This is an optimization exercise on Yosys and OpenROAD, whose aim is small area, a short achievable clock period and few clock cycles per item, not a production implementation.
The RTL was checked by simulation tests, not by an equivalence proof against the original design.

==> inputs of try-indigo <==
// dsp_core
module dsp_core (
	input logic clk,
	input logic reset,
	input logic tick,
	input dsp_pkg::sample_t sample_in,
	input dsp_pkg::command_t command,
	output dsp_pkg::sample_t sample_out,
	output logic ready,
	output dsp_pkg::block_count_t n_blocks_running,
	output logic [31 : 0] commits_accepted
);
	logic [23 : 0] instrs [16];
	logic signed [15 : 0] coef0 [16];
	logic signed [15 : 0] coef1 [16];
	logic signed [15 : 0] ch [16];
	logic busy;
	logic stall_q;
	logic pick1_q;
	logic ready_q;
	logic [3 : 0] cur;
	logic [4 : 0] nxt;
	logic [23 : 0] ins_q;
	logic signed [15 : 0] a_q;
	logic signed [15 : 0] b_q;
	logic [23 : 0] w0_ins, w1_ins;
	logic [3 : 0] w0_blk, w1_blk;
	logic w0_v, w1_v;
	logic [23 : 0] nins;
	logic [3 : 0] ncur;
	logic [3 : 0] dest;
	logic adv, go_idle;
	logic pick1;
	logic [23 : 0] w0_next, w1_next;
	logic w0_v_next, w1_v_next, busy_next;
	logic signed [15 : 0] a_val, b_val;
	logic [60 : 0] mid;
	logic [23 : 0] fetched;
	logic s2_v;
	logic [60 : 0] s2_mid;
	logic [3 : 0] s2_dest;
	logic [4 : 0] s2_sh;
	logic s2_satd;
	logic s2_creg;
	logic [3 : 0] s2_caddr;
	logic [3 : 0] s2_blk;
	logic [31 : 0] px, py;
	logic s3_v;
	logic [15 : 0] s3_qlo;
	logic s3_hi_zero, s3_hi_m1, s3_hi_p1, s3_hi_m2, s3_neg;
	logic [3 : 0] s3_dest;
	logic s3_satd;
	logic signed [15 : 0] s3_c;
	logic signed [15 : 0] res;
	assign dest = ins_q[15 : 12];
	function automatic reads_ab(input logic [23 : 0] ins, input logic [3 : 0] chn);
		reads_ab = ins[3 : 0] == chn || (!ins[21] && ins[7 : 4] == chn);
	endfunction
	function automatic reads_any(input logic [23 : 0] ins, input logic [3 : 0] chn);
		reads_any = ins[3 : 0] == chn || (!ins[21] && ins[7 : 4] == chn)
			|| (!ins[22] && ins[11 : 8] == chn);
	endfunction
	assign adv = busy && !stall_q;
	assign go_idle = !busy || (adv && !w0_v);
	assign pick1 = pick1_q;
	assign fetched = instrs[nxt[3 : 0]];
	always_comb begin
		if (go_idle) begin
			nins = instrs[0];
			ncur = 4'd0;
		end else if (adv && pick1) begin
			nins = w1_ins;
			ncur = w1_blk;
		end else if (adv) begin
			nins = w0_ins;
			ncur = w0_blk;
		end else begin
			nins = ins_q;
			ncur = cur;
		end
	end
	function automatic logic [15 : 0] ch_next(input logic [3 : 0] chn,
		input logic [15 : 0] ch_now, input logic s3_wr, input logic [3 : 0] s3_chn,
		input logic [15 : 0] res_now);
		if (s3_wr && s3_chn == chn)
			ch_next = res_now;
		else
  ...
==> flow/config.mk <==
export PLATFORM = sky130hd
export DESIGN_NAME = dsp_core
export DESIGN_NICKNAME = dsp_core
export VERILOG_FILES = /design/flow/design.v
export SDC_FILE = /design/flow/constraint.sdc
export NUM_CORES = 4
export LEC_CHECK = 0
export CAP_MARGIN = 20
export CORE_MARGIN = 2
export CORE_UTILIZATION = 60
export SLEW_MARGIN = 20
==> flow/constraint.sdc <==
create_clock -name core_clock -period 10.0 [get_ports {clk}]
set_input_delay 2.0000 -clock core_clock [delete_from_list [all_inputs] [get_ports {clk}]]
set_output_delay 2.0000 -clock core_clock [all_outputs]
set_load 0.01 [all_outputs]
standard.sh (not shown) runs the stock make flow with config.mk's settings and CLKGATE_MAP_FILE= SYNTH_SCRIPT=/design/flow/synth_recipe.tcl, a recipe that flattens the netlist after the stock synthesis.
==> flow/flow/run.sh <==
#!/bin/bash
# The standard layout, with timing repair aiming for 6.5 ns of setup slack
# (a 3.5 ns period) instead of stopping at the 10 ns clock.
set -e
cp standard.sh standard.sh.txt
export SETUP_SLACK_MARGIN=6.5
bash standard.sh > standard.log 2>&1
==> inputs of try-pepper, as changes to try-indigo <==
--- a/flow/design.v
+++ b/flow/design.v
@@ -980,14 +980,15 @@
 	output logic [31 : 0] commits_accepted
 );
 	logic [23 : 0] instrs [16];
 	logic signed [15 : 0] coef0 [16];
 	logic signed [15 : 0] coef1 [16];
 	logic signed [15 : 0] ch [16];
 	logic busy;
+	logic [15 : 0] blk_on;
 	logic stall_q;
 	logic pick1_q;
 	logic ready_q;
 	logic [3 : 0] cur;
 	logic [4 : 0] nxt;
 	logic [23 : 0] ins_q;
 	logic signed [15 : 0] a_q;
@@ -998,25 +999,27 @@
 	logic [23 : 0] nins;
 	logic [3 : 0] ncur;
 	logic [3 : 0] dest;
 	logic adv, go_idle;
 	logic pick1;
 	logic [23 : 0] w0_next, w1_next;
 	logic w0_v_next, w1_v_next, busy_next;
+	logic stall_next;
+	logic last_out, next_out;
 	logic signed [15 : 0] a_val, b_val;
 	logic [60 : 0] mid;
 	logic [23 : 0] fetched;
 	logic s2_v;
 	logic [60 : 0] s2_mid;
 	logic [3 : 0] s2_dest;
 	logic [4 : 0] s2_sh;
 	logic s2_satd;
 	logic s2_creg;
 	logic [3 : 0] s2_caddr;
-	logic [3 : 0] s2_blk;
+	logic signed [15 : 0] s2_cconst;
 	logic [31 : 0] px, py;
 	logic s3_v;
 	logic [15 : 0] s3_qlo;
 	logic s3_hi_zero, s3_hi_m1, s3_hi_p1, s3_hi_m2, s3_neg;
 	logic [3 : 0] s3_dest;
 	logic s3_satd;
 	logic signed [15 : 0] s3_c;
@@ -1066,28 +1069,33 @@
 		end else if (adv) begin
 			w0_next = pick1 ? w0_ins : w1_ins;
 			w1_next = fetched;
 		end else begin
 			w0_next = w0_ins;
 			w1_next = w1_ins;
 		end
-		if (!busy) begin
-			busy_next = tick && n_blocks_running != '0;
-			w0_v_next = n_blocks_running > 5'd1;
-			w1_v_next = n_blocks_running > 5'd2;
+		if (go_idle) begin
+			busy_next = tick && blk_on[0];
+			w0_v_next = blk_on[1];
+			w1_v_next = blk_on[2];
 		end else if (adv) begin
 			busy_next = w0_v;
 			w0_v_next = pick1 ? w0_v : w1_v;
-			w1_v_next = nxt < n_blocks_running;
+			w1_v_next = !nxt[4] && blk_on[nxt[3 : 0]];
 		end else begin
 			busy_next = busy;
 			w0_v_next = w0_v;
 			w1_v_next = w1_v;
 		end
 	end
+	assign stall_next = (adv && reads_ab(nins, dest)) || (s2_v && reads_ab(nins, s2_dest))
+		|| (tick && reads_ab(nins, 4'd1));
+	assign last_out = !adv || (dest != 4'd0 && dest != 4'd1);
+	assign next_out = nins[15 : 12] != 4'd0 && nins[15 : 12] != 4'd1
+		&& (nins[22] || nins[11 : 8] != 4'd1);
 	always_ff @(posedge clk) begin
 		ins_q <= nins;
 		cur <= ncur;
 		a_q <= a_val;
 		b_q <= b_val;
 		w0_ins <= w0_next;
 		w1_ins <= w1_next;
@@ -1111,41 +1119,40 @@
 			w0_v <= 1'b0;
 			w1_v <= 1'b0;
 			s2_v <= 1'b0;
 			s3_v <= 1'b0;
 		end else begin
 			s2_v <= adv;
 			s3_v <= s2_v;
-			stall_q <= (adv && reads_ab(nins, dest)) || (s2_v && reads_ab(nins, s2_dest))
-				|| (tick && reads_ab(nins, 4'd1));
+			stall_q <= stall_next;
 			pick1_q <= w1_v_next
 				&& (reads_ab(w0_next, nins[15 : 12]) || (adv && reads_ab(w0_next, dest)))
 				&& !(reads_ab(w1_next, nins[15 : 12]) || (adv && reads_ab(w1_next, dest)))
 				&& !reads_any(w0_next, w1_next[15 : 12]) && !reads_any(w1_next, w0_next[15 : 12])
 				&& w0_next[15 : 12] != w1_next[15 : 12];
 			busy <= busy_next;
 			w0_v <= w0_v_next;
 			w1_v <= w1_v_next;
-			ready_q <= !busy_next && !tick
-				&& (!adv || (dest != 4'd0 && dest != 4'd1));
+			ready_q <= !tick && last_out
+				&& (!busy_next || (!w0_v_next && !stall_next && next_out));
 		end
 	end
 	booth_pp16 mul_pp (
 		.a(b_q),
 		.b(a_q),
 		.mid(mid)
 	);
 	always_ff @(posedge clk) begin
 		s2_mid <= mid;
 		s2_dest <= dest;
 		s2_sh <= ins_q[20 : 16];
 		s2_satd <= ins_q[23];
 		s2_creg <= ins_q[22];
 		s2_caddr <= ins_q[11 : 8];
-		s2_blk <= cur;
+		s2_cconst <= coef1[cur];
 	end
 	logic signed [31 : 0] prod;
 	logic [15 : 0] p_hi;
 	logic [15 : 0] m_hi;
 	logic [15 : 0] m_bit;
 	logic [15 : 0] m_above;
 	booth_sum16 mul_sum (
@@ -1168,15 +1175,15 @@
 		s3_hi_m1 <= (p_hi | ~m_hi) == '1;
 		s3_hi_p1 <= (p_hi & m_bit) != '0 && (p_hi & m_above) == '0;
 		s3_hi_m2 <= m_bit != '0 && (p_hi & m_bit) == '0 && (p_hi | ~m_above) == '1;
 		s3_neg <= prod[31];
 		s3_dest <= s2_dest;
 		s3_satd <= s2_satd;
 		if (s2_creg)
-			s3_c <= coef1[s2_blk];
+			s3_c <= s2_cconst;
 		else if (s3_v && s2_caddr == s3_dest)
 			s3_c <= res;
 		else
 			s3_c <= ch[s2_caddr];
 	end
 	logic signed [15 : 0] c_val;
 	logic [16 : 0] s_lo;
@@ -1229,19 +1236,25 @@
 			end
 		end
 	end
 	always_ff @(posedge clk) begin
 		if (reset) begin
 			sample_out <= '0;
 			commits_accepted <= '0;
+			blk_on <= '0;
 			n_blocks_running <= '0;
 		end else begin
 			if (tick) begin
 				sample_out <= (s3_v && s3_dest == 4'd0) ? res : ch[0];
 				commits_accepted <= commits_accepted + 32'(n_blocks_running);
 			end
-			if (command.instr_write && {1'b0, tgt} >= n_blocks_running)
-				n_blocks_running <= {1'b0, tgt} + 5'd1;
+			if (command.instr_write) begin
+				for (int k = 0; k < 16; k++)
+					if (4'(k) <= tgt)
+						blk_on[k] <= 1'b1;
+				if (!blk_on[tgt])
+					n_blocks_running <= {1'b0, tgt} + 5'd1;
+			end
 		end
 	end
 	assign ready = ready_q;
 endmodule
==> inputs of try-raven, as changes to try-indigo <==
--- a/flow/design.v
+++ b/flow/design.v
@@ -980,14 +980,15 @@
 	output logic [31 : 0] commits_accepted
 );
 	logic [23 : 0] instrs [16];
 	logic signed [15 : 0] coef0 [16];
 	logic signed [15 : 0] coef1 [16];
 	logic signed [15 : 0] ch [16];
 	logic busy;
+	logic [15 : 0] blk_on;
 	logic stall_q;
 	logic pick1_q;
 	logic ready_q;
 	logic [3 : 0] cur;
 	logic [4 : 0] nxt;
 	logic [23 : 0] ins_q;
 	logic signed [15 : 0] a_q;
@@ -998,25 +999,27 @@
 	logic [23 : 0] nins;
 	logic [3 : 0] ncur;
 	logic [3 : 0] dest;
 	logic adv, go_idle;
 	logic pick1;
 	logic [23 : 0] w0_next, w1_next;
 	logic w0_v_next, w1_v_next, busy_next;
+	logic stall_next;
+	logic last_out, next_out;
 	logic signed [15 : 0] a_val, b_val;
 	logic [60 : 0] mid;
 	logic [23 : 0] fetched;
 	logic s2_v;
 	logic [60 : 0] s2_mid;
 	logic [3 : 0] s2_dest;
 	logic [4 : 0] s2_sh;
 	logic s2_satd;
 	logic s2_creg;
 	logic [3 : 0] s2_caddr;
-	logic [3 : 0] s2_blk;
+	logic signed [15 : 0] s2_cconst;
 	logic [31 : 0] px, py;
 	logic s3_v;
 	logic [15 : 0] s3_qlo;
 	logic s3_hi_zero, s3_hi_m1, s3_hi_p1, s3_hi_m2, s3_neg;
 	logic [3 : 0] s3_dest;
 	logic s3_satd;
 	logic signed [15 : 0] s3_c;
@@ -1066,28 +1069,33 @@
 		end else if (adv) begin
 			w0_next = pick1 ? w0_ins : w1_ins;
 			w1_next = fetched;
 		end else begin
 			w0_next = w0_ins;
 			w1_next = w1_ins;
 		end
-		if (!busy) begin
-			busy_next = tick && n_blocks_running != '0;
-			w0_v_next = n_blocks_running > 5'd1;
-			w1_v_next = n_blocks_running > 5'd2;
+		if (go_idle) begin
+			busy_next = tick && blk_on[0];
+			w0_v_next = blk_on[1];
+			w1_v_next = blk_on[2];
 		end else if (adv) begin
 			busy_next = w0_v;
 			w0_v_next = pick1 ? w0_v : w1_v;
-			w1_v_next = nxt < n_blocks_running;
+			w1_v_next = !nxt[4] && blk_on[nxt[3 : 0]];
 		end else begin
 			busy_next = busy;
 			w0_v_next = w0_v;
 			w1_v_next = w1_v;
 		end
 	end
+	assign stall_next = (adv && reads_ab(nins, dest)) || (s2_v && reads_ab(nins, s2_dest))
+		|| (tick && reads_ab(nins, 4'd1));
+	assign last_out = !adv || (dest != 4'd0 && dest != 4'd1);
+	assign next_out = nins[15 : 12] != 4'd0 && nins[15 : 12] != 4'd1
+		&& (nins[22] || nins[11 : 8] != 4'd1);
 	always_ff @(posedge clk) begin
 		ins_q <= nins;
 		cur <= ncur;
 		a_q <= a_val;
 		b_q <= b_val;
 		w0_ins <= w0_next;
 		w1_ins <= w1_next;
@@ -1111,41 +1119,40 @@
 			w0_v <= 1'b0;
 			w1_v <= 1'b0;
 			s2_v <= 1'b0;
 			s3_v <= 1'b0;
 		end else begin
 			s2_v <= adv;
 			s3_v <= s2_v;
-			stall_q <= (adv && reads_ab(nins, dest)) || (s2_v && reads_ab(nins, s2_dest))
-				|| (tick && reads_ab(nins, 4'd1));
+			stall_q <= stall_next;
 			pick1_q <= w1_v_next
 				&& (reads_ab(w0_next, nins[15 : 12]) || (adv && reads_ab(w0_next, dest)))
 				&& !(reads_ab(w1_next, nins[15 : 12]) || (adv && reads_ab(w1_next, dest)))
 				&& !reads_any(w0_next, w1_next[15 : 12]) && !reads_any(w1_next, w0_next[15 : 12])
 				&& w0_next[15 : 12] != w1_next[15 : 12];
 			busy <= busy_next;
 			w0_v <= w0_v_next;
 			w1_v <= w1_v_next;
-			ready_q <= !busy_next && !tick
-				&& (!adv || (dest != 4'd0 && dest != 4'd1));
+			ready_q <= !tick && last_out
+				&& (!busy_next || (!w0_v_next && !stall_next && next_out));
 		end
 	end
 	booth_pp16 mul_pp (
 		.a(b_q),
 		.b(a_q),
 		.mid(mid)
 	);
 	always_ff @(posedge clk) begin
 		s2_mid <= mid;
 		s2_dest <= dest;
 		s2_sh <= ins_q[20 : 16];
 		s2_satd <= ins_q[23];
 		s2_creg <= ins_q[22];
 		s2_caddr <= ins_q[11 : 8];
-		s2_blk <= cur;
+		s2_cconst <= coef1[cur];
 	end
 	logic signed [31 : 0] prod;
 	logic [15 : 0] p_hi;
 	logic [15 : 0] m_hi;
 	logic [15 : 0] m_bit;
 	logic [15 : 0] m_above;
 	booth_sum16 mul_sum (
@@ -1168,15 +1175,15 @@
 		s3_hi_m1 <= (p_hi | ~m_hi) == '1;
 		s3_hi_p1 <= (p_hi & m_bit) != '0 && (p_hi & m_above) == '0;
 		s3_hi_m2 <= m_bit != '0 && (p_hi & m_bit) == '0 && (p_hi | ~m_above) == '1;
 		s3_neg <= prod[31];
 		s3_dest <= s2_dest;
 		s3_satd <= s2_satd;
 		if (s2_creg)
-			s3_c <= coef1[s2_blk];
+			s3_c <= s2_cconst;
 		else if (s3_v && s2_caddr == s3_dest)
 			s3_c <= res;
 		else
 			s3_c <= ch[s2_caddr];
 	end
 	logic signed [15 : 0] c_val;
 	logic [16 : 0] s_lo;
@@ -1195,53 +1202,62 @@
 			res = s_lo[15 : 0];
 		else if (neg)
 			res = 16'sh8000;
 		else
 			res = 16'sh7fff;
 	end
 	logic [3 : 0] tgt;
+	logic rst_q;
 	logic [15 : 0] reg_wdata;
 	logic [15 : 0] res_wdata;
 	logic [15 : 0] ch1_wdata;
 	assign tgt = command.block_target;
-	assign reg_wdata = reset ? 16'd0 : command.reg_val;
-	assign res_wdata = reset ? 16'd0 : res;
-	assign ch1_wdata = reset ? 16'd0 : tick ? sample_in : res;
+	always_ff @(posedge clk)
+		rst_q <= reset;
+	assign reg_wdata = rst_q ? 16'd0 : command.reg_val;
+	assign res_wdata = rst_q ? 16'd0 : res;
+	assign ch1_wdata = rst_q ? 16'd0 : tick ? sample_in : res;
 	always_ff @(posedge clk) begin
 		if (command.instr_write)
 			instrs[tgt] <= command.instr_val[23 : 0];
 	end
 	always_ff @(posedge clk) begin
 		for (int k = 0; k < 16; k++) begin
-			if (reset || (command.reg_write && !command.reg_target && tgt == 4'(k)))
+			if (rst_q || (command.reg_write && !command.reg_target && tgt == 4'(k)))
 				coef0[k] <= reg_wdata;
-			if (reset || (command.reg_write && command.reg_target && tgt == 4'(k)))
+			if (rst_q || (command.reg_write && command.reg_target && tgt == 4'(k)))
 				coef1[k] <= reg_wdata;
 		end
 	end
 	always_ff @(posedge clk) begin
 		for (int k = 0; k < 16; k++) begin
 			if (k == 1) begin
-				if (reset || tick || (s3_v && s3_dest == 4'(k)))
+				if (rst_q || tick || (s3_v && s3_dest == 4'(k)))
 					ch[k] <= ch1_wdata;
 			end else begin
-				if (reset || (s3_v && s3_dest == 4'(k)))
+				if (rst_q || (s3_v && s3_dest == 4'(k)))
 					ch[k] <= res_wdata;
 			end
 		end
 	end
 	always_ff @(posedge clk) begin
 		if (reset) begin
 			sample_out <= '0;
 			commits_accepted <= '0;
+			blk_on <= '0;
 			n_blocks_running <= '0;
 		end else begin
 			if (tick) begin
 				sample_out <= (s3_v && s3_dest == 4'd0) ? res : ch[0];
 				commits_accepted <= commits_accepted + 32'(n_blocks_running);
 			end
-			if (command.instr_write && {1'b0, tgt} >= n_blocks_running)
-				n_blocks_running <= {1'b0, tgt} + 5'd1;
+			if (command.instr_write) begin
+				for (int k = 0; k < 16; k++)
+					if (4'(k) <= tgt)
+						blk_on[k] <= 1'b1;
+				if (!blk_on[tgt])
+					n_blocks_running <= {1'b0, tgt} + 5'd1;
+			end
 		end
 	end
 	assign ready = ready_q;
 endmodule
CTS_BUF_LIST = sky130_fd_sc_hd__clkbuf_8   (was not set)
CTS_CLUSTER_DIAMETER = 50   (was not set)
CTS_CLUSTER_SIZE = 16   (was not set)
==> flow_summary_export.csv <==
group,metric,value,unit
run_status,outcome,"finished clean",
cells_and_area,flops_and_latches,1488,
worst_setup_path,reg2reg_to,"ch[9][12]",
cells_and_area,seq_area_share,50.1,%
route,wl_met1,90.5,mm
worst_setup_path,r2r-start,"s3_qlo[0]",
cells_and_area,syn_to_final_growth,19.3,%
# the run above: try-pepper

==> flow_summary_export.csv <==
group,metric,value,unit
cells_and_area,seq_area_share,50.3,%
logic_synthesis,yosysSeqAreaShare,60.0,%
cells_and_area,syn_to_final_growth,19.6,%
run_status,outcome,"finished clean",
cells_and_area,flops_and_latches,1460,
logic_synthesis,avgSynthCellArea,13.0,um^2
route,wl_met1,84.5,mm
# the run above: try-indigo

==> flow_summary_export.csv <==
group,metric,value,unit
run_status,outcome,"finished clean",
clock_network,path_clk_slew,0.09,ns
worst_setup_path,arrival,4.44,ns
cells_and_area,nNetsFinal,6039,
cells_and_area,seq_area_share,50.4,%
worst_setup_path,r2r-start,"s3_qlo[3]",
logic_synthesis,synth_top_family_by_area,"compound AO/OA/AOI/OAI gates",
# the run above: try-raven

Testbench counts of try-indigo, summed over its fixed seeds: cycles 29,716, samples 2,048.
Testbench counts of try-pepper, summed over its fixed seeds: cycles 28,751, samples 2,048.
Testbench counts of try-raven, summed over its fixed seeds: cycles 28,751, samples 2,048.

static timing again, ports no longer ideal:
How much do the figures lean on ideal ports? The routed layouts below were timed once more, with nothing changed but the port constraints. Step 1 (the two cells are an assumption about what drives the block):
set clk [get_ports {clk}]
set_driving_cell -lib_cell sky130_fd_sc_hd__clkbuf_16 $clk
set_driving_cell -lib_cell sky130_fd_sc_hd__buf_2 [delete_from_list [all_inputs] $clk]
Step 2 times the ports against the registers' clock, not the clock port: input delays grow and output delays shrink by t, the midpoint of the rising clock arrivals with the driver on. Three values: ideal ports, drivers, drivers and shift; two values: the first two.
run | shift t [ns] | setup WS [ns] | latest minus earliest clock arrival (ns) | worst data-port slew with drivers (ns)
try-indigo | 0.853 | 6.428 / 6.377 / 5.524 | 0.039 / 0.039 | 0.23
try-pepper | 0.855 | 6.280 / 6.280 / 5.703 | 0.056 / 0.056 | 0.16
try-raven | 0.983 | 6.285 / 6.285 / 5.500 | 0.070 / 0.070 | 0.11
After both steps every run listed still meets setup and hold. For try-indigo, which loses most, drivers alone change the setup slack by -0.051 ns; drivers and shift together by -0.904 ns.
